Context: an optimization exercise on an open-source flow, tuned for small area, a short achievable clock period and few clock cycles per item. The choices shown serve that exercise and are no tape-out recipe.

==> flow/design.v (excerpt) <==
module uniform_grid_derivative
(
    input  wire logic                       i_clk,
    input  wire logic                       i_rst_n,
    input  wire logic                       i_cfg_wr_en,
    input  wire logic [ugd_pkg::TOL_W-1:0]           i_cfg_wr_data,
    input  wire logic                       i_in_valid,
    output logic                            o_in_ready,
    input  wire logic signed [ugd_pkg::SAMPLE_W-1:0] i_voltage_sample,
    input  wire logic signed [ugd_pkg::SAMPLE_W-1:0] i_current_sample,
    input  wire logic                       i_sequence_end,
    output logic                            o_out_valid,
    input  wire logic                       i_out_ready,
    output logic signed [ugd_pkg::SAMPLE_W-1:0]      o_derivative,
    output logic [ugd_pkg::ERR_W-1:0]                o_error_code,
    output logic                            o_run_last
);
Size in the first run: about 2,400 cells after synthesis, about 270 flip-flops, roughly 0.022 sq mm of cells after synthesis.
clock: 7.0 ns
lec_check: 0
cap_margin: 20
core_margin: 2
core_utilization: 60
setup_slack_margin: 2.5
slew_margin: 20
synth_hierarchical: 1
run.sh (not shown) runs the stock make flow with config.mk's settings and CLKGATE_MAP_FILE= SYNTH_SCRIPT=/design/flow/synth_recipe.tcl, a recipe that flattens the netlist after the stock synthesis.
Then changed:
--- a/flow/design.v
+++ b/flow/design.v
@@ -210,17 +210,19 @@
             if (i > 0) cs_c[i] = (base2[i-1] & dx[i-1]) | (base2[i-1] & d2x[i-1]) | (dx[i-1] & d2x[i-1]);
         end
         cs_c[0] = r_sub;
     end
     ugd_add #(.N(W)) u_t1 (.a({r_rem[W-2:0], r_q[31]}),          .b(dx),  .ci(r_sub), .s(t1));
     ugd_add #(.N(W)) u_ta (.a(base2), .b(dx),  .ci(r_sub), .s(ta));
     ugd_add #(.N(W)) u_tb (.a(cs_s), .b(cs_c), .ci(r_sub), .s(tb));
     assign sub2 = (t1[W-1] == r_h[32]);
-    assign t2   = (sub2 == r_sub) ? tb : ta;
+    logic t2b;                               
+    assign t2b  = (sub2 == r_sub);
+    assign t2   = t2b ? tb : ta;
     assign qb1  = ~(t1[W-1] ^ r_dn);
     assign qb2  = ~(t2[W-1] ^ r_dn);
     assign rem_zero = (r_rem == '0);
     logic [W-1:0] dvm, dsm, skmask, base;
     logic [9:0]   nz, nsm;
     logic [35:0]  dvp;
     logic         skip_ok;
     assign dvm  = dvs ^ {W{r_h[32]}};
@@ -250,16 +252,17 @@
     end
     logic        hi_same, too_far, out_free;
     logic [15:0] dmag;
     assign hi_same  = (r_rem[W-1:16] == '0) || (r_rem[W-1:16] == '1);
     assign dmag     = r_rem[15:0] ^ {16{r_rem[W-1]}};
     assign too_far  = !hi_same || (r_rem[W-1] ? (dmag >= r_tol) : (dmag > r_tol));
     assign out_free = !r_out_valid || i_out_ready;
     logic d0, dlast, dexit, sat0, load, emit, skip;
+    logic rs_t2, rs_base, rs_pa, rs_top, qs_sh, qs_sk, qs_cv, qs_ld;
     logic [1:0] emit_code;
     logic load_sig;
     always_comb begin
         n_st        = '0;
         n_act       = r_act;
         n_ready     = 1'b0;
         n_e         = r_e;
         n_h         = r_h;
@@ -424,27 +427,32 @@
                     2'b10:   n_st[S_CVA] = 1'b1;
                     2'b01:   n_st[S_L1]  = 1'b1;
                     default: n_st[S_A]   = 1'b1;
                 endcase
             end else begin
                 n_st[S_DIV] = 1'b1;
             end
         end
-        if (r_sel[K_RPA])                          n_rem = pa;
-        else if (r_sel[K_RTOP] && (out_free || r_st[S_B3])) n_rem = pa_top;
-        else if (skip)                          n_rem = base;
-        else if (r_sel[K_RT2])                     n_rem = t2;
-        if (r_conv)                             n_q = res;
-        else if (skip)                          n_q = {r_q[23:0], {8{qneg}}};
-        else if (r_sel[K_QSH])                     n_q = {r_q[29:0], qb1, qb2};
-        else if (out_free && (r_sel[K_QLD] || emit))
-            n_q = {pa[15:0], 16'd0} & {32{r_sel[K_QLD] && !(r_st[S_B3] && too_far)}};
+        rs_t2   = r_sel[K_RT2] && !skip;
+        rs_base = skip;
+        rs_pa   = r_sel[K_RPA];
+        rs_top  = r_sel[K_RTOP] && (out_free || r_st[S_B3]);
+        if (rs_t2 || rs_base || rs_pa || rs_top)
+            n_rem = ({W{rs_t2 && t2b}} & tb) | ({W{rs_t2 && !t2b}} & ta)
+                  | ({W{rs_base}} & base) | ({W{rs_pa}} & pa) | ({W{rs_top}} & pa_top);
+        qs_sh   = r_sel[K_QSH] && !skip;
+        qs_sk   = skip;
+        qs_cv   = r_conv;
+        qs_ld   = out_free && r_sel[K_QLD] && !(r_st[S_B3] && too_far);
+        if (qs_sh || qs_sk || qs_cv || qs_ld || (out_free && emit))
+            n_q = ({32{qs_sh}} & {r_q[29:0], qb1, qb2}) | ({32{qs_sk}} & {r_q[23:0], {8{qneg}}})
+                | ({32{qs_cv}} & res) | ({32{qs_ld}} & {pa[15:0], 16'd0});
         n_sel = sel_of(n_st);
-        n_sub = (r_sel[K_RTOP] ? pa[W-1] : skip ? base[W-1] : t2[W-1]) == r_h[32];
+        n_sub = ((rs_t2 & t2[W-1]) | (skip & base[W-1]) | (r_sel[K_RTOP] & pa[W-1])) == r_h[32];
         if (emit) begin
             n_out_valid = 1'b1;
             n_out_err   = emit_code;
             n_out_last  = 1'b1;
         end
         if (r_conv) begin
             n_out_valid = 1'b1;
             n_out_err   = ERR_OK;
After rerunning: Worst hold slack degrades by 0.0032 ns. Clock skew came out lower by 0.012 ns. Utilization climbs by 1.4 points. Final area came out lower slightly. Global-route usage goes up by 1.2 points.
Function was not checked in any run of this note: the RTL went through the layout flow alone.

-- separate check: timing with driven ports --
No port has a modelled driver above. Below, the same layouts with a new extraction and two added sets of constraints. Step 1 sets driving cells, clkbuf_16 on the clock port and buf_2 on the other inputs (assumed; they add their load-dependent delay and slew). Step 2 also shifts input and output timing later by t, the mid clock arrival at the registers, as if the neighbouring blocks saw the same clock. a / b / c = no drivers / after step 1 / after step 2; a / b = the first two.
| run | shift t [ns] | setup WS [ns] | worst register clock-pin slew, ns | worst slew at a driven data input, ns |
|---|---|---|---|---|
| the first run | 0.610 | 2.466 / 2.466 / 1.910 | 0.06 / 0.06 | 0.08 |
| the second run | 0.587 | 2.391 / 2.391 / 1.927 | 0.06 / 0.06 | 0.06 |
After both steps every run listed still meets setup and hold. The setup slack of the first run, which loses most, moves by 0.000 ns with the drivers and by -0.556 ns with both steps.
